Context: an optimization exercise on an open-source flow, tuned for a short achievable clock period and few clock cycles. The choices shown serve that exercise and are no tape-out recipe.
Function was checked by simulation only, so behaviour that the tests miss may differ from the original.
Power is estimated from default activity; no workload was simulated.

[flow/config.mk]
export PLATFORM = sky130hd
export DESIGN_NAME = cpuTop
export DESIGN_NICKNAME = cpuTop
export VERILOG_FILES = /design/flow/design.v
export SDC_FILE = /design/flow/constraint.sdc
export NUM_CORES = 4
export LEC_CHECK = 0
export ABC_CLOCK_PERIOD_IN_PS = 3000
export CAP_MARGIN = 20
export CORE_MARGIN = 2
export CORE_UTILIZATION = 40
export SETUP_SLACK_MARGIN = 4.7
export SLEW_MARGIN = 20
[flow/constraint.sdc]
create_clock -name core_clock -period 8.0 [get_ports {clk}]
set_input_delay 1.6000 -clock core_clock [delete_from_list [all_inputs] [get_ports {clk}]]
set_output_delay 1.6000 -clock core_clock [all_outputs]
set_load 0.01 [all_outputs]
[flow/design.v]
package cpuPkg;
    localparam int XLEN = 32;
    localparam logic [6:0] OP_R      = 7'b0110011;
    localparam logic [6:0] OP_IMM    = 7'b0010011;
    localparam logic [6:0] OP_LOAD   = 7'b0000011;
    localparam logic [6:0] OP_STORE  = 7'b0100011;
    localparam logic [6:0] OP_JAL    = 7'b1101111;
    localparam logic [6:0] OP_JALR   = 7'b1100111;
    localparam logic [6:0] OP_BRANCH = 7'b1100011;
    localparam logic [6:0] OP_SYSTEM = 7'b1110011;
    localparam logic [2:0] PH_START = 3'd0;
    localparam logic [2:0] PH_FETCH = 3'd1;
    localparam logic [2:0] PH_EXEC  = 3'd2;
    localparam logic [2:0] PH_MEM   = 3'd3;
    localparam logic [2:0] PH_HALT  = 3'd4;
endpackage
`timescale 1ns/10ps
import cpuPkg::*;
module regFile (
    input  logic                    clk,
    input  logic [4:0]              rs1,
    input  logic [4:0]              rs2,
    input  logic [4:0]              rd,
    input  logic                    we,
    input  logic [cpuPkg::XLEN-1:0] wdata,
    input  logic                    useImm,
    input  logic [cpuPkg::XLEN-1:0] imm,
    output logic [cpuPkg::XLEN-1:0] rdata1,
    output logic [cpuPkg::XLEN-1:0] rdata2,
    output logic [cpuPkg::XLEN-1:0] rdataI
);
    logic [XLEN-1:0] regs [1:31];
    logic            fwd1;
    logic            fwd2;
    always_ff @(posedge clk) begin
        if (we && rd != 5'd0) begin
            regs[rd] <= wdata;
        end
    end
    logic [XLEN-1:0] read1;
    logic [XLEN-1:0] read2;
    assign fwd1 = we && rd != 5'd0 && rs1 == rd;
    assign fwd2 = we && rd != 5'd0 && rs2 == rd;
    assign read1 = (rs1 == 5'd0) ? '0 : regs[rs1];
    assign read2 = (rs2 == 5'd0) ? '0 : regs[rs2];
    always_comb begin
        rdata1 = fwd1 ? wdata : read1;
        rdata2 = fwd2 ? wdata : read2;
        rdataI = useImm ? imm : rdata2;
    end
endmodule
`timescale 1ns/10ps
import cpuPkg::*;
module immGen (
    input  logic [31:0]             instr,
    output logic [cpuPkg::XLEN-1:0] immI,
    output logic [cpuPkg::XLEN-1:0] immS,
    output logic [cpuPkg::XLEN-1:0] immB,
    output logic [cpuPkg::XLEN-1:0] immJ
);
    assign immI = {{20{instr[31]}}, instr[31:20]};
    assign immS = {{20{instr[31]}}, instr[31:25], instr[11:7]};
    assign immB = {{20{instr[31]}}, instr[7], instr[30:25], instr[11:8], 1'b0};
    assign immJ = {{12{instr[31]}}, instr[19:12], instr[20], instr[30:21], 1'b0};
endmodule
`timescale 1ns/10ps
import cpuPkg::*;
module aluUnit (
    input  logic [cpuPkg::XLEN-1:0] a,
    input  logic [cpuPkg::XLEN-1:0] b,       
    input  logic [cpuPkg::XLEN-1:0] opB,     
    input  logic [2:0]              funct3,
    input  logic                    isSub,
    output logic [cpuPkg::XLEN-1:0] sum,
    output logic [cpuPkg::XLEN-1:0] result,
    output logic                    branchTaken
);
    logic [XLEN-1:0] diff;
    logic            lessThan;
    logic            brEqual;
    logic            brLess;
    assign sum = a + opB;
    assign diff = a - opB;
    assign lessThan = $signed(a) < $signed(opB);
    assign brEqual = (a == b);
    assign brLess = $signed(a) < $signed(b);
    always_comb begin
        case (funct3)
            3'b000:  result = isSub ? diff : sum;
            3'b010:  result = {{(XLEN-1){1'b0}}, lessThan};
            3'b100:  result = a ^ opB;
            3'b110:  result = a | opB;
            3'b111:  result = a & opB;
            default: result = sum;
        endcase
        case (funct3)
            3'b000:  branchTaken = brEqual;
            3'b001:  branchTaken = !brEqual;
            3'b100:  branchTaken = brLess;
            3'b101:  branchTaken = !brLess;
            default: branchTaken = 1'b0;
        endcase
    end
endmodule
`timescale 1ns/10ps
import cpuPkg::*;
module stateSequencer (
    input  logic clk,
    input  logic rst,
    input  logic memAck,
    input  logic fAlu,
    input  logic fExec,
    input  logic iLdSt,
    output logic memReq,
    output logic issued,      
    output logic accessDone,
    output logic phFetch,
    output logic phExec,
    output logic phMem,
    output logic halted
);
    logic idle;      
    logic phStart;
    assign memReq = !(idle | memAck);
    assign accessDone = issued & memAck;
    always_ff @(posedge clk) begin
        if (rst) begin
            issued <= 1'b0;
        end else begin
            issued <= memReq | (issued & !memAck);
        end
    end
    always_ff @(posedge clk) begin
        if (rst) begin
            phStart <= 1'b1;
            phFetch <= 1'b0;
            phExec <= 1'b0;
            phMem <= 1'b0;
            idle <= 1'b1;
            halted <= 1'b0;
        end else begin
            if (phStart) begin
                phStart <= 1'b0;
                phFetch <= 1'b1;
                idle <= 1'b0;
            end
            if (phFetch && accessDone) begin
                if (fExec) begin
                    phFetch <= 1'b0;
                    phExec <= 1'b1;
                    idle <= 1'b1;
                end else if (!fAlu) begin
                    phFetch <= 1'b0;
                    idle <= 1'b1;
                    halted <= 1'b1;
                end
            end
            if (phExec) begin
                phExec <= 1'b0;
                phMem <= iLdSt;
                phFetch <= !iLdSt;
                idle <= 1'b0;
            end
            if (phMem && accessDone) begin
                phMem <= 1'b0;
                phFetch <= 1'b1;
            end
        end
    end
endmodule
`timescale 1ns/10ps
import cpuPkg::*;
module stateToControl (
    input  logic [6:0] opcode,
    output logic       isAlu,      
    output logic       isExec,     
    output logic       isUseImm,   
    output logic       isStore
);
    always_comb begin
        isAlu = 1'b0;
        isExec = 1'b0;
        isUseImm = 1'b0;
        isStore = 1'b0;
        case (opcode)
            OP_R:      isAlu = 1'b1;
            OP_IMM:    begin isAlu = 1'b1; isUseImm = 1'b1; end
            OP_LOAD:   begin isExec = 1'b1; isUseImm = 1'b1; end
            OP_STORE:  begin isExec = 1'b1; isUseImm = 1'b1; isStore = 1'b1; end
            OP_JAL:    isAlu = 1'b1;
            OP_JALR:   begin isExec = 1'b1; isUseImm = 1'b1; end
            OP_BRANCH: isExec = 1'b1;
            default:   ;
        endcase
    end
endmodule
`timescale 1ns/10ps
import cpuPkg::*;
module dataPath (
    input  logic                    clk,
    input  logic                    rst,
    input  logic [cpuPkg::XLEN-1:0] memRdata,
    input  logic                    memAck,
    input  logic                    issued,
    input  logic                    accessDone,
    input  logic                    phFetch,
    input  logic                    phExec,
    input  logic                    phMem,
    input  logic                    fAlu,
    input  logic                    fUseImm,
    input  logic                    fStore,
    output logic                    iLdSt,
    output logic                    memWe,
    output logic [cpuPkg::XLEN-1:0] memAddr,
    output logic [cpuPkg::XLEN-1:0] memWdata
);
    logic [XLEN-1:0] addrQ;      
    logic [XLEN-1:0] pcPlus4;
    logic [XLEN-1:0] targetB;
    logic [XLEN-1:0] regA;
    logic [XLEN-1:0] regB;
    logic [XLEN-1:0] opBQ;
    logic [XLEN-1:0] wbData;
    logic            wbPend;
    logic            wbLoad;
    logic [XLEN-1:0] mdr;
    logic [XLEN-1:0] rfWdata;
    logic            aluStep;
    logic [XLEN-1:0] wdataQ;
    logic            weQ;
    logic [31:0]     ir;
    logic            iLoad;
    logic            iStore;
    logic            iJal;
    logic            iJalr;
    logic            iBranch;
    logic            iSub;
    logic            fetchDone;
    logic            memDone;
    logic [XLEN-1:0] fImmI;
    logic [XLEN-1:0] fImmS;
    logic [XLEN-1:0] fImmB;
    logic [XLEN-1:0] fImmJ;
    logic [6:0]      fOp;
    logic [XLEN-1:0] rdata1;
    logic [XLEN-1:0] rdata2;
    logic [XLEN-1:0] rdataI;
    logic [XLEN-1:0] sum;
    logic [XLEN-1:0] aluResult;
    logic            branchTaken;
    logic [XLEN-1:0] execAddr;
    logic [XLEN-1:0] ackAddr;
    assign fOp = memRdata[6:0];
    assign fetchDone = accessDone & phFetch;
    assign memDone = accessDone & phMem;
    immGen fetchImms (.instr(memRdata), .immI(fImmI), .immS(fImmS), .immB(fImmB), .immJ(fImmJ));
    regFile regs (
        .clk(clk), .rs1(memRdata[19:15]), .rs2(memRdata[24:20]), .rd(ir[11:7]),
        .we(wbPend), .wdata(rfWdata), .useImm(fUseImm), .imm(fStore ? fImmS : fImmI),
        .rdata1(rdata1), .rdata2(rdata2), .rdataI(rdataI)
    );
    always_ff @(posedge clk) begin
        regA <= rdata1;
        regB <= rdata2;
        opBQ <= rdataI;
        targetB <= addrQ + fImmB;
    end
    aluUnit alu (
        .a(regA), .b(regB), .opB(opBQ), .funct3(ir[14:12]), .isSub(iSub),
        .sum(sum), .result(aluResult), .branchTaken(branchTaken)
    );
    always_ff @(posedge clk) begin
        if (fetchDone) begin
            ir <= memRdata;
            pcPlus4 <= addrQ + XLEN'(4);
            iLoad <= fOp == OP_LOAD;
            iStore <= fOp == OP_STORE;
            iJal <= fOp == OP_JAL;
            iJalr <= fOp == OP_JALR;
            iBranch <= fOp == OP_BRANCH;
            iSub <= fOp == OP_R && memRdata[30];
        end
    end
    always_comb begin
        if (iBranch) begin
            execAddr = branchTaken ? targetB : pcPlus4;
        end else if (iJalr) begin
            execAddr = {sum[XLEN-1:1], 1'b0};
        end else begin
            execAddr = sum;
        end
        ackAddr = phMem ? pcPlus4 : (fOp == OP_JAL ? addrQ + fImmJ : addrQ + XLEN'(4));
    end
    always_ff @(posedge clk) begin
        if (rst) begin
            addrQ <= '0;
        end else if (memAck && issued) begin
            addrQ <= ackAddr;
        end else if (phExec) begin
            addrQ <= execAddr;
        end
    end
    always_ff @(posedge clk) begin
        if (rst) begin
            aluStep <= 1'b0;
            wbPend <= 1'b0;
            wbLoad <= 1'b0;
        end else begin
            aluStep <= fetchDone && fAlu || phExec && iJalr;
            wbPend <= (aluStep || memDone && iLoad) && ir[11:7] != 5'd0;
            wbLoad <= memDone && iLoad;
        end
    end
    always_ff @(posedge clk) begin
        wbData <= iJal || iJalr ? pcPlus4 : aluResult;
        mdr <= memRdata;
    end
    assign rfWdata = wbLoad ? mdr : wbData;
    always_ff @(posedge clk) begin
        if (rst) begin
            weQ <= 1'b0;
        end else if (phExec) begin
            weQ <= iStore;
        end else if (memDone) begin
            weQ <= 1'b0;
        end
        if (phExec) wdataQ <= regB;
    end
    assign iLdSt = iLoad | iStore;
    assign memWe = weQ;
    assign memAddr = addrQ;
    assign memWdata = wdataQ;
endmodule
`timescale 1ns/10ps
import cpuPkg::*;
module cpuTop (
    input  logic                    clk,
    input  logic                    rst,
    output logic                    memReq,
    output logic                    memWe,
    output logic [cpuPkg::XLEN-1:0] memAddr,
    output logic [cpuPkg::XLEN-1:0] memWdata,
    input  logic                    memAck,
    input  logic [cpuPkg::XLEN-1:0] memRdata,
    output logic                    halted
);
    logic accessDone;
    logic issued;
    logic phFetch;
    logic phExec;
    logic phMem;
    logic iLdSt;
    logic fAlu;
    logic fExec;
    logic fUseImm;
    logic fStore;
    stateToControl decode (
        .opcode(memRdata[6:0]), .isAlu(fAlu), .isExec(fExec), .isUseImm(fUseImm),
        .isStore(fStore)
    );
    stateSequencer sequencer (
        .clk(clk),
        .rst(rst),
        .memAck(memAck),
        .fAlu(fAlu),
        .fExec(fExec),
        .iLdSt(iLdSt),
        .memReq(memReq),
        .issued(issued),
        .accessDone(accessDone),
        .phFetch(phFetch),
        .phExec(phExec),
        .phMem(phMem),
        .halted(halted)
    );
    dataPath datapath (
        .clk(clk),
        .rst(rst),
        .memRdata(memRdata),
        .memAck(memAck),
        .issued(issued),
        .accessDone(accessDone),
        .phFetch(phFetch),
        .phExec(phExec),
        .phMem(phMem),
        .fAlu(fAlu),
        .fUseImm(fUseImm),
        .fStore(fStore),
        .iLdSt(iLdSt),
        .memWe(memWe),
        .memAddr(memAddr),
        .memWdata(memWdata)
    );
endmodule
[flow/run.sh]
#!/bin/bash
# synth_recipe.tcl (not shown) runs the flow's synth.tcl, then flattens the netlist and writes it again
# the make line also repeats each setting of config.mk as NAME=value (left out here)
make -C /OpenROAD-flow-scripts/flow DESIGN_CONFIG=/design/flow/config.mk WORK_HOME=/design/flow/orfs CLKGATE_MAP_FILE= SYNTH_SCRIPT=/design/flow/synth_recipe.tcl finish
==> insert_results.sql, run 1 <==
INSERT INTO impl_metrics (metric_group, metric, value, unit) VALUES
('floorplanning', 'floorplan.initialDensity', '0.4034', ''),
('global_route', 'grt_pass1_vias', '43734', ''),
('synth', 'netlist-cell-type-count', '80', ''),
('critical_path', 'worst-setup-path-type', 'in -> reg', ''),
('global_route', 'total_global_routing_track_utilization', '0.2721', ''),
('global_route', 'grt_first_pass_wirelength', '326200', 'um'),
('synth', 'synth.most_common_cell', 'edfxtp_1', ''),
('synth', 'postSynth.asyncResetShare', '0', ''),
('final_layout', 'fillCellCount', '13995', ''),
('critical_path', 'path_delay_family', 'compound AO/OA/AOI/OAI gates', ''),
('drt', 'route.detailed.vias_per_inst', '6.371', ''),
('global_route', 'grt_remaining_overflow', '0', ''),
('timing', 'clock.fmax', '284.3', 'MHz'),
('placement', 'hpwlAfterDp', '134900', 'um'),
('synth', 'synth-main-ff-cell', 'edfxtp_1', ''),
('floorplanning', 'chipHeight', '409.4', 'um'),
('pwr', 'total_power_density_per_cell_area', '214.6', 'nW/um^2'),
('timing', 'fin_setup_tns', '0', 'ns'),
('floorplanning', 'rows', '148', ''),
('timing', 'setup-violations-final', '0', ''),
('pwr', 'power.leakage', '26.88', 'nW'),
('global_route', 'grt_start_max_net_pins', '69', ''),
('synth', 'synth.cell_area', '65730', 'um^2'),
('pwr', 'worst_ir_drop_on_vdd', '226.7', 'uV'),
('run', 'max-cap-violations', '0', ''),
('synth', 'post_synth.cell_area_avg', '14.25', 'um^2'),
('critical_path', 'critical_path.slowest_cell', 'fa_2', ''),
('final_layout', 'layout.cells.non_filler', '7051', ''),
('timing', 'grt_setup_unrepaired', 'yes', ''),
('drt', 'drt_iter0_drc', '5601', ''),
('drt', 'drt_pass1_iterations', '6', ''),
('synth', 'synth.yosys.warnings', '5', ''),
('timing', 'slew_violations', '0', ''),
('final_layout', 'num-nets-final', '4970', ''),
('placement', 'place.port_buffers', '101', ''),
('synth', 'netlist.top_cell.by_area', 'edfxtp_1', ''),
('clocking', 'worst_skew_pair.late_latency', '0.81', 'ns'),
('floorplanning', 'core_area', '163000', 'um^2'),
('clocking', 'clock_tree.buffer_depth', '3', ''),
('synth', 'synthesis.nets', '4823', ''),
('drt', 'dr_total_vias', '44925', ''),
('critical_path', 'critical_path.cell_chain', 'buf_16 > ha_4 > inv_2 > fa_2 > nand2b_4 > a211oi_4 > o41ai_2 > buf_4 > o211a_1 > nor3_4 > nand4_1 > nand3_2 > a21oi_2 > xnor2_1 > a221o_1', ''),
('critical_path', 'worst-endpoint-arrival', '4.18', 'ns'),
('drt', 'wl', '233200', 'um'),
('synth', 'netlist_top_cells_area', 'edfxtp_1 (49%), mux4_2 (17%), dfxtp_1 (7.2%), mux2i_1 (3.5%), ha_1 (3.3%)', ''),
('global_route', 'number_of_antenna_violations_at_the_first_check_in_global_routing', '9', ''),
('drt', 'ant_nets', '0', ''),
('drt', 'post_drt_wl_per_cell', '33.08', 'um'),
('status', 'outcome', 'timing/DRC/antenna clean', ''),
('clocking', 'clock-root-buffer', 'clkbuf_16', ''),
('timing', 'relSlewSlack', '0.2983', ''),
('timing', 'final.period_utilization', '0.4397', ''),
('clocking', 'cts.sinks', '1305', ''),
('placement', 'placedCellCount', '6666', ''),
('placement', 'routabilityCongestion', '0.9571', ''),
('hold_path', 'hp-class', 'reg -> reg', ''),
('synth', 'yosysSeqAreaShare', '0.5604', ''),
('drt', 'drt_drc_violations_left', '0', ''),
('critical_path', 'max_stage_delay', '0.34', 'ns'),
('synth', 'netlist.area_leader.share', '0.4888', ''),
('clocking', 'clock_tree_from_tritoncts', 'built', ''),
('clocking', 'clk_pin_slew', '0.06', 'ns'),
('critical_path', 'crit_fanout', '4', ''),
('critical_path', 'worstPathBufferInverterCount', '3', ''),
('critical_path', 'critPathCaptureType', 'flop', ''),
('floorplanning', 'die_area', '167600', 'um^2'),
('floorplanning', 'top_level_ports', '102', ''),
('clocking', 'num_cts_buffers', '142', ''),
('synth', 'yosys_register_bits', '1305', ''),
('timing', 'setup_clock_skew_after_layout', '0.03829', 'ns'),
('timing', 'final_period_minus_worst_setup_slack', '3.518', 'ns');
[layout make-up]
cell class                 count  area (um^2)  share of cell area
timing repair buffer         322         3749             0.04820
inverter                     194        739.5            0.009507
antenna                        1        2.502          0.00003217
sequential                  1305        37030              0.4761
tap                         2175         2721             0.03499
clock buffer                 185         3765             0.04841
multi-input combinational   2794        28950              0.3723
clock inverter                75        818.3             0.01052
[stage by stage]
step | instance area [um^2] | util | power (mW) | setup slack [ns] | hold slack [ns]
after floorplan | 66780 | - | 9.136 | 3.844 | 0.4020
after global placement | 69580 | 0.4270 | 9.819 | 2.527 | 0.4343
after detailed placement | 69580 | 0.4270 | 9.826 | 2.552 | 0.4369
after CTS | 76760 | 0.4711 | 16.58 | 4.312 | 0.4360
after global routing | 77770 | 0.4773 | 17.18 | 4.382 | 0.4503
final | 77780 | 0.4773 | 16.69 | 4.482 | 0.4398
[cell usage in the layout, fill, tap and decap left out, types with 36 or more instances in the layout]
master         synthesis  final
a211oi_1              55     45
nand2_1              173    170
dfxtp_1              235    152
dfxtp_4                0     36
o22ai_1               56     54
dfxtp_2                0     47
nor2_1               296    260
buf_4                  0    145
nand3_1               93     85
mux4_2               492    492
inv_1                189    175
ha_4                   0     37
clkbuf_1             227     38
mux2i_1              233    218
o21ai_0              211    181
clkbuf_16              0    146
a21o_1                39     39
dlygate4sd2_1          0     53
nor3_1                53     40
o21a_1                38     38
edfxtp_1            1070   1070
ha_1                 172    121
xnor2_1               95     85
xor2_1                44     42
a21oi_1              269    241
[routing by layer]
metal | routed length (um) | vias up | track usage
met5 | 43 | - | 0
met4 | 12130 | 6 | 0.1294
met3 | 20820 | 475 | 0.05126
met2 | 110400 | 2420 | 0.4396
met1 | 89780 | 23465 | 0.3540
li1 | - | 18559 | -
[final timing paths]
kind | start | to | slack (ns) | depth (start not counted)
min reg2reg | datapath.addrQ[0]$_SDFFE_PP0P_ | datapath.targetB[0]$_DFF_P_ | 0.44 | 0
min | datapath.addrQ[0]$_SDFFE_PP0P_ | datapath.targetB[0]$_DFF_P_ | 0.44 | 0
max reg2reg | datapath.regB[23]$_DFF_P_ | datapath.addrQ[6]$_SDFFE_PP0P_ | 4.50 | 15
max | memRdata[21] | datapath.addrQ[31]$_SDFFE_PP0P_ | 4.48 | 15
[cell families (layout without fill, tap and decap cells)]
group	Yosys count	count (layout)	share of synthesized area
DFF	1305	1305	0.5604
AOI/OAI and AO/OA	948	948	0.09266
and+or+nand+nor	769	769	0.05368
muxes	762	762	0.2104
buffers and inverters	513	776	0.03038
adders and majority gates	176	176	0.03396
xor gates and xnor gates	139	139	0.01852
other	0	1	0
[flip-flops by register name (all words and copies together) (netlist names), 8 cells and up]
name / count
datapath.regs.regs: 992
datapath.addrQ: 32
datapath.mdr: 32
datapath.opBQ: 32
datapath.pcPlus4: 32
datapath.regA: 32
datapath.regB: 32
datapath.targetB: 32
datapath.wbData: 32
datapath.wdataQ: 32
datapath.ir: 8
[worst register-to-register path: stages, from the launching register on]
cell      delay [ns]
dfxtp_4         0.36
inv_2           0.05
ha_4            0.21
and3_4          0.17
a221o_1         0.33
a221oi_2        0.28
o211ai_1        0.12
buf_4           0.17
a22o_1          0.22
o21ai_1         0.12
or3b_4          0.49
buf_12          0.17
buf_16          0.14
mux2_2          0.28
o211ai_1        0.19
nand2_1         0.10
[repair_timing]
action	in CTS	in global routing
setup buffers	68	33
pin swaps	75	76
gates cloned	19	4
endpoints found under the setup margin	293	207
gates resized for setup	457	153
[report_power, final]
group | leakage [nW] | switching (mW) | total [mW] | internal, mW
Sequential | 11.6 | 0.170 | 7.57 | 7.40
Combinational | 13.0 | 1.48 | 2.57 | 1.09
Clock | 2.22 | 2.85 | 6.55 | 3.70
Testbench counts, summed over its fixed seeds: cycles 69,239.
==> run 2, diff against run 1 <==
--- a/flow/config.mk
+++ b/flow/config.mk
@@ -10,4 +10,4 @@
 export CORE_MARGIN = 2
 export CORE_UTILIZATION = 40
-export SETUP_SLACK_MARGIN = 4.7
+export SETUP_SLACK_MARGIN = 4.65
 export SLEW_MARGIN = 20
==> run 2 against run 1 <==
  * Still clean
  * Largest cell class unchanged
  * Critical path type unchanged
  * Combinational power is essentially flat
  * Setup slack lost 0.052 ns
  * Clock power is essentially flat
  * Final cell count shrank 0.23%
==> insert_results.sql, run 2 <==
INSERT INTO impl_metrics (metric_group, metric, value, unit) VALUES
('final_layout', 'layout.cells.most_common_list', 'edfxtp_1 (1070), mux4_2 (492), nor2_1 (257)', ''),
('clocking', 'clock_tree_from_tritoncts', 'built', ''),
('final_layout', 'final_common_cell', 'edfxtp_1', ''),
('final_layout', 'layout-area-overhead-vs-synth', '18.12', '%'),
('timing', 'final.setup.worst_slack', '4.430', 'ns'),
('drt', 'wl', '232900', 'um'),
('clocking', 'htree_num_levels', '4', ''),
('synth', 'synthesis.nets', '4823', ''),
('floorplanning', 'core_area', '163000', 'um^2'),
('critical_path', 'worstPathBufferInverterCount', '3', ''),
('critical_path', 'critical_path.cell_chain', 'buf_16 > ha_4 > inv_2 > fa_2 > nand2b_4 > a211oi_4 > o41ai_4 > buf_4 > o211a_1 > nor3_4 > nand4_1 > nand3_2 > xor2_2 > a21oi_1 > o32ai_1', ''),
('final_layout', 'final_util', '0.4765', ''),
('clocking', 'worst_skew_pair.late_latency', '0.78', 'ns'),
('timing', 'final.period_utilization', '0.4462', ''),
('global_route', 'number_of_antenna_violations_at_the_first_check_in_global_routing', '4', ''),
('global_route', 'grt_start_max_net_pins', '68', ''),
('run', 'max-cap-violations', '0', ''),
('clocking', 'cts.sinks', '1305', ''),
('drt', 'drt_pass1_iterations', '9', ''),
('critical_path', 'crit_fanout', '3', ''),
('floorplanning', 'die_area', '167600', 'um^2'),
('global_route', 'total_global_routing_track_utilization', '0.2703', ''),
('timing', 'fin_setup_tns', '0', 'ns'),
('drt', 'post_drt_wl_per_cell', '33.10', 'um'),
('drt', 'dr_total_vias', '45014', ''),
('synth', 'postSynth.asyncResetShare', '0', ''),
('placement', 'routabilityCongestion', '0.9621', ''),
('final_layout', 'largest_register_ffs', '992', ''),
('critical_path', 'path_delay_family', 'compound AO/OA/AOI/OAI gates', ''),
('timing', 'relSlewSlack', '0.2444', ''),
('timing', 'slew_violations', '0', ''),
('clocking', 'clock-root-buffer', 'clkbuf_16', ''),
('hold_path', 'hp-class', 'reg -> reg', ''),
('synth', 'synth.most_common_cell', 'edfxtp_1', ''),
('status', 'outcome', 'timing/DRC/antenna clean', ''),
('critical_path', 'worstSetupStartpointType', 'primary input', ''),
('synth', 'netlist-cell-type-count', '80', ''),
('floorplanning', 'rows', '148', ''),
('timing', 'timing_worst_slew_pin_value', '1.133', 'ns'),
('pwr', 'worst_ir_drop_on_vdd', '160.5', 'uV'),
('floorplanning', 'floorplan.initialDensity', '0.4034', ''),
('timing', 'setup-violations-final', '0', ''),
('synth', 'yosysSeqAreaShare', '0.5604', ''),
('final_layout', 'post_route_cells_drive_above_1_share', '0.2755', ''),
('synth', 'netlist.area_leader.share', '0.4888', ''),
('synth', 'synth_mux_area_frac', '0.2104', ''),
('pwr', 'power.leakage', '26.78', 'nW'),
('synth', 'synth.top_cells.by_count', 'edfxtp_1 (1070), mux4_2 (492), nor2_1 (296), a21oi_1 (269), dfxtp_1 (235)', ''),
('synth', 'netlist.top_cell.by_area', 'edfxtp_1', ''),
('synth', 'post_synth.cell_area_avg', '14.25', 'um^2'),
('timing', 'final_layout_worst_hold_slack', '0.4125', 'ns'),
('synth', 'synth.cell_area', '65730', 'um^2'),
('synth', 'netlist_top_cells_area', 'edfxtp_1 (49%), mux4_2 (17%), dfxtp_1 (7.2%), mux2i_1 (3.5%), ha_1 (3.3%)', ''),
('floorplanning', 'top_level_ports', '102', ''),
('critical_path', 'worstPathRequired', '8.67', 'ns'),
('timing', 'hold_viol', '0', ''),
('timing', 'clock.fmax', '280.1', 'MHz'),
('synth', 'post_synth_inst_count', '4612', ''),
('synth', 'synth-main-ff-cell', 'edfxtp_1', ''),
('global_route', 'grt_remaining_overflow', '0', ''),
('final_layout', 'registers.top_by_ff_count', 'datapath.regs.regs', ''),
('critical_path', 'critPathCaptureType', 'flop', ''),
('placement', 'hpwlAfterDp', '135100', 'um'),
('clocking', 'clk_pin_slew', '0.07', 'ns'),
('critical_path', 'critical_path.slowest_cell', 'fa_2', ''),
('critical_path', 'worst-endpoint-arrival', '4.24', 'ns'),
('drt', 'drt_iter0_drc', '6099', ''),
('clocking', 'cts-hold-fix-buffers', '0', ''),
('timing', 'grt_setup_unrepaired', 'yes', ''),
('placement', 'post-place-ws', '2.600', 'ns'),
('synth', 'yosys_register_bits', '1305', ''),
('critical_path', 'worst-setup-path-type', 'in -> reg', ''),
('synth', 'yosys.area_share.xor_xnor', '0.01852', ''),
('drt', 'route.detailed.vias_per_inst', '6.399', ''),
('floorplanning', 'chipHeight', '409.4', 'um'),
('pwr', 'total_power_density_per_cell_area', '215.2', 'nW/um^2'),
('final_layout', 'num-nets-final', '4955', ''),
('timing', 'setup_clock_skew_after_layout', '0.03384', 'ns'),
('global_route', 'grt_first_pass_wirelength', '324200', 'um'),
('clocking', 'clock_tree.buffer_depth', '3', ''),
('critical_path', 'max_stage_delay', '0.33', 'ns'),
('drt', 'drt_drc_violations_left', '0', ''),
('final_layout', 'diodes', '0', ''),
('synth', 'post_synth_fa_ha_maj_area_fraction', '0.03396', ''),
('timing', 'final_period_minus_worst_setup_slack', '3.570', 'ns'),
('synth', 'synth_edf_count', '1070', ''),
('clocking', 'num_cts_buffers', '141', ''),
('global_route', 'grt_pass1_vias', '43553', ''),
('synth', 'synth_top_family_by_area', 'multiplexers', ''),
('floorplanning', 'chipWidth', '409.4', 'um'),
('synth', 'synth_simple_gate_area_share', '0.05368', ''),
('placement', 'place.port_buffers', '101', ''),
('drt', 'ant_nets', '0', ''),
('pwr', 'total_power', '16.71', 'mW'),
('synth', 'synth.yosys.warnings', '5', ''),
('synth', 'synth_compound_gate_area_share', '0.09266', '');
run 2: cell counts after synthesis:
Identical to the previous run, type by type.
run 2: cell families (layout without fill, tap and decap cells):
kind of cell,after synthesis,count (layout)
DFF,1305,1305
AOI/OAI and AO/OA,948,948
and+or+nand+nor,769,770
muxes,762,762
xor gates and xnor gates,139,139
adders and majority gates,176,176
buffers and inverters,513,760
run 2: through the flow:
stage / instance area (um^2) / cells
finish: 77640 / 7035
floorplan: 66700 / 4612
global placement: 69570 / 6665
CTS: 76460 / 6999
detailed placement: 69570 / 6665
global route: 77640 / 7035
run 2: per-layer routing:
metal  global-route usage  vias to the layer above  share of wire  wire [um]
li1                     -                    18548              -          -
met1               0.3567                    23310           0.38      89070
met4               0.1122                        4          0.045      10590
met2               0.4352                     2660           0.47     110200
met3              0.05503                      492          0.099      23010
met5                    0                        -       0.000099         23
run 2: worst paths after layout:
kind         slack (ns)  cells past startpoint                         endpoint                            from
max                4.43                     15  datapath.addrQ[23]$_SDFFE_PP0P_                    memRdata[21]
min                0.41                      0      datapath.targetB[0]$_DFF_P_  datapath.addrQ[0]$_SDFFE_PP0P_
max reg2reg        4.50                     14  datapath.addrQ[30]$_SDFFE_PP0P_       datapath.regA[23]$_DFF_P_
min reg2reg        0.41                      0      datapath.targetB[0]$_DFF_P_  datapath.addrQ[0]$_SDFFE_PP0P_
run 2: repair_timing:
action / CTS / global route
setup buffers: 59 / 30
resized for setup: 422 / 190
setup endpoints to repair: 227 / 130
pin swaps: 79 / 70
cloned: 16 / 6
run 2: layout make-up:
class                           instances  area (um^2)
Fill cell                           14018        85310
Sequential cell                      1305        37050
Multi-Input combinational cell       2795        29030
Clock buffer                          208         4128
Timing Repair Buffer                  307         3473
Tap cell                             2175         2721
Inverter                              194        743.2
Clock inverter                         51        493.0
run 2: where the power goes:
group          internal [mW]  switching (mW)  total (mW)  leakage [nW]
combinational           1.09            1.48        2.57          12.9
sequential              7.40           0.179        7.58          11.6
clock                   3.83            2.73        6.56          2.25
total                   12.3            4.39        16.7          26.8
==> run 3, diff against run 2 <==
--- a/flow/config.mk
+++ b/flow/config.mk
@@ -9,5 +9,5 @@
 export CAP_MARGIN = 20
 export CORE_MARGIN = 2
-export CORE_UTILIZATION = 40
-export SETUP_SLACK_MARGIN = 4.65
+export CORE_UTILIZATION = 45
+export SETUP_SLACK_MARGIN = 4.6
 export SLEW_MARGIN = 20
==> run 3 against run 2 <==
  * Die area down 11%
  * Clock skew down 0.0084 ns
  * Synthesized area unchanged
  * Critical endpoint is now datapath.addrQ[29]$_SDFFE_PP0P_
  * Maximum frequency down 0.18%
==> insert_results.sql, run 3 <==
INSERT INTO impl_metrics (metric_group, metric, value, unit) VALUES
('status', 'outcome', 'timing/DRC/antenna clean', ''),
('clocking', 'num_cts_buffers', '142', ''),
('floorplanning', 'die_area', '149100', 'um^2'),
('synth', 'yosysSeqAreaShare', '0.5604', ''),
('floorplanning', 'core_area', '145400', 'um^2'),
('final_layout', 'registers.top_by_ff_count', 'datapath.regs.regs', ''),
('critical_path', 'worstSetupStartpointType', 'primary input', ''),
('final_layout', 'fin_area', '77010', 'um^2'),
('drt', 'ant_nets', '0', ''),
('synth', 'synth.top_cells.by_count', 'edfxtp_1 (1070), mux4_2 (492), nor2_1 (296), a21oi_1 (269), dfxtp_1 (235)', ''),
('critical_path', 'critPathCaptureType', 'flop', ''),
('clocking', 'clock_tree.buffer_depth', '3', ''),
('pwr', 'total_power', '16.78', 'mW'),
('synth', 'synth.yosys.warnings', '5', ''),
('drt', 'drt_iter0_drc', '5139', ''),
('timing', 'timing_worst_slew_pin_value', '1.101', 'ns'),
('clocking', 'clock_tree_from_tritoncts', 'built', ''),
('synth', 'synthesis.nets', '4823', ''),
('timing', 'hold_viol', '0', ''),
('timing', 'clock.fmax', '279.6', 'MHz'),
('global_route', 'grt_start_max_net_pins', '102', ''),
('global_route', 'total_global_routing_track_utilization', '0.3046', ''),
('synth', 'post_synth.cell_area_avg', '14.25', 'um^2'),
('clocking', 'clk_pin_slew', '0.06', 'ns'),
('run', 'max-cap-violations', '0', ''),
('synth', 'netlist-cell-type-count', '80', ''),
('timing', 'final.period_utilization', '0.4470', ''),
('hold_path', 'hp-class', 'reg -> reg', ''),
('hold_path', 'worstHoldStart', 'datapath.addrQ[0]$_SDFFE_PP0P_', ''),
('synth', 'post_synth_inst_count', '4612', ''),
('global_route', 'number_of_antenna_violations_at_the_first_check_in_global_routing', '8', ''),
('pwr', 'worst_ir_drop_on_vdd', '249.7', 'uV'),
('synth', 'synth.most_common_cell', 'edfxtp_1', ''),
('critical_path', 'rrSetupSlack', '4.51', 'ns'),
('synth', 'netlist.top_cell.by_area', 'edfxtp_1', ''),
('pwr', 'total_power_density_per_cell_area', '217.8', 'nW/um^2'),
('drt', 'drt_drc_violations_left', '0', ''),
('critical_path', 'r2r-start', 'datapath.regA[21]$_DFF_P_', ''),
('floorplanning', 'top_level_ports', '102', ''),
('timing', 'slew_violations', '0', ''),
('floorplanning', 'chipWidth', '386.2', 'um'),
('final_layout', 'largest_register_ffs', '992', ''),
('timing', 'fin_setup_tns', '0', 'ns'),
('final_layout', 'num-nets-final', '4945', ''),
('global_route', 'grt_pass1_vias', '43709', ''),
('placement', 'routabilityCongestion', '0.9483', ''),
('clocking', 'clock-root-buffer', 'clkbuf_16', ''),
('synth', 'synth_edf_count', '1070', ''),
('timing', 'grt_setup_unrepaired', 'yes', ''),
('drt', 'drt_pass1_iterations', '6', ''),
('synth', 'synth-main-ff-cell', 'edfxtp_1', ''),
('critical_path', 'worstPathRequired', '8.69', 'ns'),
('critical_path', 'crit_fanout', '6', ''),
('synth', 'postSynth.asyncResetShare', '0', ''),
('global_route', 'grt_remaining_overflow', '0', ''),
('synth', 'yosys_register_bits', '1305', ''),
('final_layout', 'post_route_cells_drive_above_1_share', '0.2721', ''),
('drt', 'dr_total_vias', '44643', ''),
('floorplanning', 'floorplan.initialDensity', '0.4521', ''),
('final_layout', 'layout-area-overhead-vs-synth', '17.16', '%'),
('drt', 'wl', '227600', 'um'),
('final_layout', 'final_common_cell', 'edfxtp_1', ''),
('critical_path', 'setup.worst_path.start', 'memRdata[14]', ''),
('timing', 'final_period_minus_worst_setup_slack', '3.576', 'ns'),
('floorplanning', 'chipHeight', '386.2', 'um'),
('timing', 'setup-violations-final', '0', ''),
('drt', 'post_drt_wl_per_cell', '33.62', 'um'),
('global_route', 'grt_first_pass_wirelength', '320800', 'um'),
('clocking', 'htree_num_levels', '4', ''),
('pwr', 'power.leakage', '26.71', 'nW'),
('critical_path', 'worst-endpoint-arrival', '4.26', 'ns'),
('final_layout', 'layout.cells.most_common_list', 'edfxtp_1 (1070), mux4_2 (492), nor2_1 (257)', ''),
('placement', 'hpwlAfterDp', '132900', 'um'),
('synth', 'netlist_top_cells_area', 'edfxtp_1 (49%), mux4_2 (17%), dfxtp_1 (7.2%), mux2i_1 (3.5%), ha_1 (3.3%)', ''),
('critical_path', 'worst-setup-path-type', 'in -> reg', ''),
('clocking', 'worst_skew_pair.late_latency', '0.80', 'ns'),
('timing', 'relSlewSlack', '0.2660', ''),
('placement', 'place.port_buffers', '101', ''),
('synth', 'synth.cell_area', '65730', 'um^2'),
('synth', 'netlist.area_leader.share', '0.4888', ''),
('clocking', 'cts.sinks', '1305', ''),
('drt', 'route.detailed.vias_per_inst', '6.593', ''),
('timing', 'setup_clock_skew_after_layout', '0.02542', 'ns'),
('floorplanning', 'rows', '140', ''),
('placement', 'placed_area', '69320', 'um^2');
==> run 3: worst paths after layout <==
| check | endpoint | cells past startpoint |
|---|---|---|
| worst min-delay path | datapath.targetB[0]$_DFF_P_ | 0 |
| worst max-delay path | datapath.addrQ[29]$_SDFFE_PP0P_ | 13 |
| worst min register to register | datapath.targetB[0]$_DFF_P_ | 0 |
| worst max register to register | datapath.addrQ[29]$_SDFFE_PP0P_ | 14 |
==> run 3: what timing repair did <==
action,4_1_cts,5_1_grt
resized for setup,409,133
hold buffers,0,0
hold endpoints to repair,0,0
setup buffers,56,17
gates cloned,15,2
pin swaps,65,56
setup endpoints to repair,222,101
==> run 3: cell type report <==
| class | count | area (um^2) |
|---|---|---|
| Sequential cell | 1305 | 37020 |
| Antenna cell | 3 | 7.507 |
| Clock buffer | 189 | 3954 |
| Inverter | 194 | 742.0 |
| Timing Repair Buffer | 297 | 3291 |
| Fill cell | 11943 | 68380 |
| Clock inverter | 72 | 784.5 |
| Tap cell | 1917 | 2399 |
| Multi-Input combinational cell | 2794 | 28810 |
==> run 3: through the flow <==
| stage | hold WS (ns) | cells | utilization | worst slack [ns] |
|---|---|---|---|---|
| after CTS | 0.4123 | 6749 | 0.5246 | 4.476 |
| after global routing | 0.4183 | 6769 | 0.5296 | 4.404 |
| after floorplan | 0.4020 | 4612 | - | 3.844 |
| after detailed placement | 0.4259 | 6417 | 0.4768 | 2.646 |
| final | 0.4128 | 6771 | 0.5297 | 4.424 |
| after global placement | 0.4407 | 6417 | 0.4768 | 2.659 |
==> run 3: per-layer routing <==
layer	share of wire	GRT usage
met3	0.093	0.06404
met4	0.054	0.1395
met1	0.38	0.3940
met5	0.00027	0
met2	0.48	0.4943
==> run 3: critical path, cell delays in order <==
cell and delay (ns):
dlygate4sd2_1 0.39, ha_4 0.38, o21a_1 0.12, o21a_1 0.16, o2111ai_1 0.19, o211a_4 0.31
nor3_4 0.22, buf_6 0.15, a21oi_4 0.06, o21a_1 0.19, xnor2_1 0.13, a21oi_1 0.08
o32ai_1 0.26
==> run 3: kinds of logic (layout without fill, tap and decap cells) <==
kind of cell | Yosys count | count (layout) | synth area share
flip-flops | 1305 | 1305 | 0.5604
AO/OA/AOI/OAI | 948 | 948 | 0.09266
buffers and inverters | 513 | 752 | 0.03038
adder cells (fa/ha/maj) | 176 | 176 | 0.03396
multiplexers | 762 | 762 | 0.2104
AND/OR/NAND/NOR | 769 | 769 | 0.05368
other | 0 | 3 | 0
XOR/XNOR | 139 | 139 | 0.01852
==> run 3: power by group <==
part           switching (mW)  total, mW  internal [mW]
Sequential              0.159       7.56           7.40
Combinational            1.48       2.55           1.06
Clock                    2.78       6.67           3.89
==> run 4, diff against run 3 <==
--- a/flow/config.mk
+++ b/flow/config.mk
@@ -9,5 +9,5 @@
 export CAP_MARGIN = 20
 export CORE_MARGIN = 2
-export CORE_UTILIZATION = 45
+export CORE_UTILIZATION = 35
 export SETUP_SLACK_MARGIN = 4.6
 export SLEW_MARGIN = 20
==> run 4 against run 3 <==
  * Still clean
  * Register-to-register slack got worse by 0.05 ns
  * Routed wire length up 0.51%
  * Non-clock buffer count up 39
  * Highest routed layer is now met4
==> insert_results.sql, run 4 <==
INSERT INTO impl_metrics (metric_group, metric, value, unit) VALUES
('status', 'outcome', 'timing/DRC/antenna clean', ''),
('synth', 'yosys.area_share.xor_xnor', '0.01852', ''),
('synth', 'post_synth_fa_ha_maj_area_fraction', '0.03396', ''),
('synth', 'synth_compound_gate_area_share', '0.09266', ''),
('final_layout', 'final_util', '0.4169', ''),
('synth', 'yosysSeqAreaShare', '0.5604', ''),
('critical_path', 'worst-setup-path-type', 'in -> reg', ''),
('synth', 'yosys_register_bits', '1305', ''),
('drt', 'drt_iter0_drc', '5331', ''),
('synth', 'synth.top_cells.by_count', 'edfxtp_1 (1070), mux4_2 (492), nor2_1 (296), a21oi_1 (269), dfxtp_1 (235)', ''),
('synth', 'netlist-cell-type-count', '80', ''),
('placement', 'place.port_buffers', '101', ''),
('synth', 'netlist_top_cells_area', 'edfxtp_1 (49%), mux4_2 (17%), dfxtp_1 (7.2%), mux2i_1 (3.5%), ha_1 (3.3%)', ''),
('critical_path', 'crit_fanout', '5', ''),
('critical_path', 'r2r-start', 'datapath.regA[14]$_DFF_P_', ''),
('timing', 'final_layout_worst_hold_slack', '0.4551', 'ns'),
('synth', 'post_synth_inst_count', '4612', ''),
('global_route', 'grt_first_pass_wirelength', '319800', 'um'),
('synth', 'synth.most_common_cell', 'edfxtp_1', ''),
('critical_path', 'critical_path.cell_chain', 'buf_16 > ha_4 > inv_2 > fa_2 > nand2b_4 > a211oi_4 > o41ai_4 > buf_4 > o211a_1 > nor3_4 > nand4_1 > nand3_2 > a21oi_2 > xnor2_2 > a221o_1', ''),
('final_layout', 'num-nets-final', '4987', ''),
('pwr', 'total_power_density_per_cell_area', '211.5', 'nW/um^2'),
('timing', 'timing_worst_slew_pin_value', '1.238', 'ns'),
('drt', 'drt_drc_violations_left', '0', ''),
('global_route', 'grt_start_max_net_pins', '87', ''),
('placement', 'hpwlAfterDp', '134800', 'um'),
('timing', 'setup-violations-final', '0', ''),
('final_layout', 'largest_register_ffs', '992', ''),
('clocking', 'clock-root-buffer', 'clkbuf_16', ''),
('floorplanning', 'chipWidth', '437.4', 'um'),
('global_route', 'total_global_routing_track_utilization', '0.2319', ''),
('final_layout', 'layout-area-overhead-vs-synth', '18.73', '%'),
('drt', 'route.detailed.vias_per_inst', '6.067', ''),
('clocking', 'cts.sinks', '1305', ''),
('floorplanning', 'top_level_ports', '102', ''),
('clocking', 'num_cts_buffers', '143', ''),
('drt', 'wl', '228800', 'um'),
('synth', 'netlist.area_leader.share', '0.4888', ''),
('synth', 'synth_edf_count', '1070', ''),
('timing', 'fin_setup_tns', '0', 'ns'),
('clocking', 'clk_pin_slew', '0.06', 'ns'),
('final_layout', 'registers.top_by_ff_count', 'datapath.regs.regs', ''),
('critical_path', 'cp.depth', '15', ''),
('critical_path', 'worstSetupStartpointType', 'primary input', ''),
('final_layout', 'post_route_cells_drive_above_1_share', '0.2781', ''),
('critical_path', 'worstPathRequired', '8.67', 'ns'),
('global_route', 'grt_pass1_vias', '43664', ''),
('final_layout', 'fillCellCount', '16828', ''),
('global_route', 'grt_remaining_overflow', '0', ''),
('clocking', 'worst_skew_pair.late_latency', '0.81', 'ns'),
('clocking', 'clock_tree.buffer_depth', '3', ''),
('timing', 'slew_violations', '0', ''),
('critical_path', 'critPathCaptureType', 'flop', ''),
('floorplanning', 'rows', '159', ''),
('synth', 'synth_mux_area_frac', '0.2104', ''),
('run', 'max-cap-violations', '0', ''),
('critical_path', 'critical_path.slowest_cell', 'a211oi_4', ''),
('pwr', 'worst_ir_drop_on_vdd', '240.8', 'uV'),
('timing', 'hold_viol', '0', ''),
('timing', 'clock.fmax', '272.5', 'MHz'),
('clocking', 'htree_num_levels', '4', ''),
('critical_path', 'path_delay_family', 'compound AO/OA/AOI/OAI gates', ''),
('timing', 'relSlewSlack', '0.1512', ''),
('floorplanning', 'core_area', '187200', 'um^2'),
('pwr', 'total_power', '16.51', 'mW'),
('drt', 'dr_total_vias', '44774', ''),
('synth', 'synth.cell_area', '65730', 'um^2'),
('synth', 'post_synth.cell_area_avg', '14.25', 'um^2'),
('timing', 'setup_clock_skew_after_layout', '0.03626', 'ns'),
('final_layout', 'final_common_cell', 'edfxtp_1', ''),
('clocking', 'clock_tree_from_tritoncts', 'built', '');
-- run 4: cell families after synthesis --
kind of cell / after synthesis
adder cells (fa/ha/maj): 176
XOR/XNOR: 139
buffers and inverters: 513
AND/OR/NAND/NOR: 769
AO/OA/AOI/OAI: 948
multiplexers: 762
flip-flops: 1305
-- run 4: timing repair --
item,4_1_cts,5_1_grt
buffers inserted,40,60
resized for setup,380,185
pin swaps,64,89
setup endpoints to repair,316,149
gates cloned,20,7
-- run 4: routing by layer --
layer  vias to the layer above  track usage  part of all wire
met2                      2412       0.3775              0.48
met1                     23278       0.3053              0.38
met4                         0      0.08877             0.044
met5                         -            0                 0
li1                      18612            -                 -
met3                       472      0.04624             0.097
-- run 4: final cells by class --
cell class / count / area, um^2 / share of cell area
diodes: 2 / 5.005 / 0.00006413
clock buffers: 189 / 3874 / 0.04964
clock inverters: 63 / 583.1 / 0.007471
inverters: 194 / 740.7 / 0.009491
multi-input cells: 2796 / 28960 / 0.3711
flip-flops and latches: 1305 / 37010 / 0.4742
well taps: 2495 / 3122 / 0.04000
repair buffers: 336 / 3750 / 0.04805
-- run 4: final timing paths --
path                                                         to  slack, ns
worst min register to register     datapath.wdataQ[6]$_DFFE_PP_       0.46
worst max register to register   datapath.addrQ[9]$_SDFFE_PP0P_       4.46
worst max-delay path            datapath.addrQ[31]$_SDFFE_PP0P_       4.33
worst min-delay path               datapath.wdataQ[6]$_DFFE_PP_       0.46
-- run 4: power breakdown --
group	internal [mW]	switching (mW)
clock	3.62	2.80
combinational	1.08	1.48
sequential	7.40	0.138
total	12.1	4.41
-- run 4: per-stage QoR --
| step | cell area [um^2] | std cells | setup slack, ns |
|---|---|---|---|
| after global routing | 78040 | 7378 | 4.261 |
| after CTS | 76640 | 7311 | 4.336 |
| after global placement | 70070 | 6998 | 2.419 |
| final | 78040 | 7380 | 4.330 |
| after detailed placement | 70100 | 6999 | 2.431 |
| after floorplan | 66680 | 4612 | 3.844 |

port drivers added, routing unchanged:
How much do the figures lean on ideal ports? The routed layouts below were timed once more, with nothing changed but the port constraints.
Step 1: set_driving_cell puts a clkbuf_16 on clk and a buf_2 on each other input, an assumption about the parent block.
Step 2 also shifts input and output timing later by t, the mid clock arrival at the registers, as if the neighbouring blocks saw the same clock.
a / b / c = ideal / step 1 / step 2; a / b = the first two.
run | shift t [ns] | setup WS [ns] | worst setup path after step 2
run 1 | 0.879 | 4.482 / 4.288 / 3.410 | input to register
run 2 | 0.850 | 4.430 / 4.309 / 3.459 | input to register
run 3 | 0.873 | 4.424 / 4.281 / 3.407 | input to register
run 4 | 0.875 | 4.330 / 4.115 / 3.240 | input to register
After both steps setup and hold are still met in every run listed. The setup slack of run 4, which loses most, moves by -0.215 ns with the drivers and by -1.090 ns with both steps.
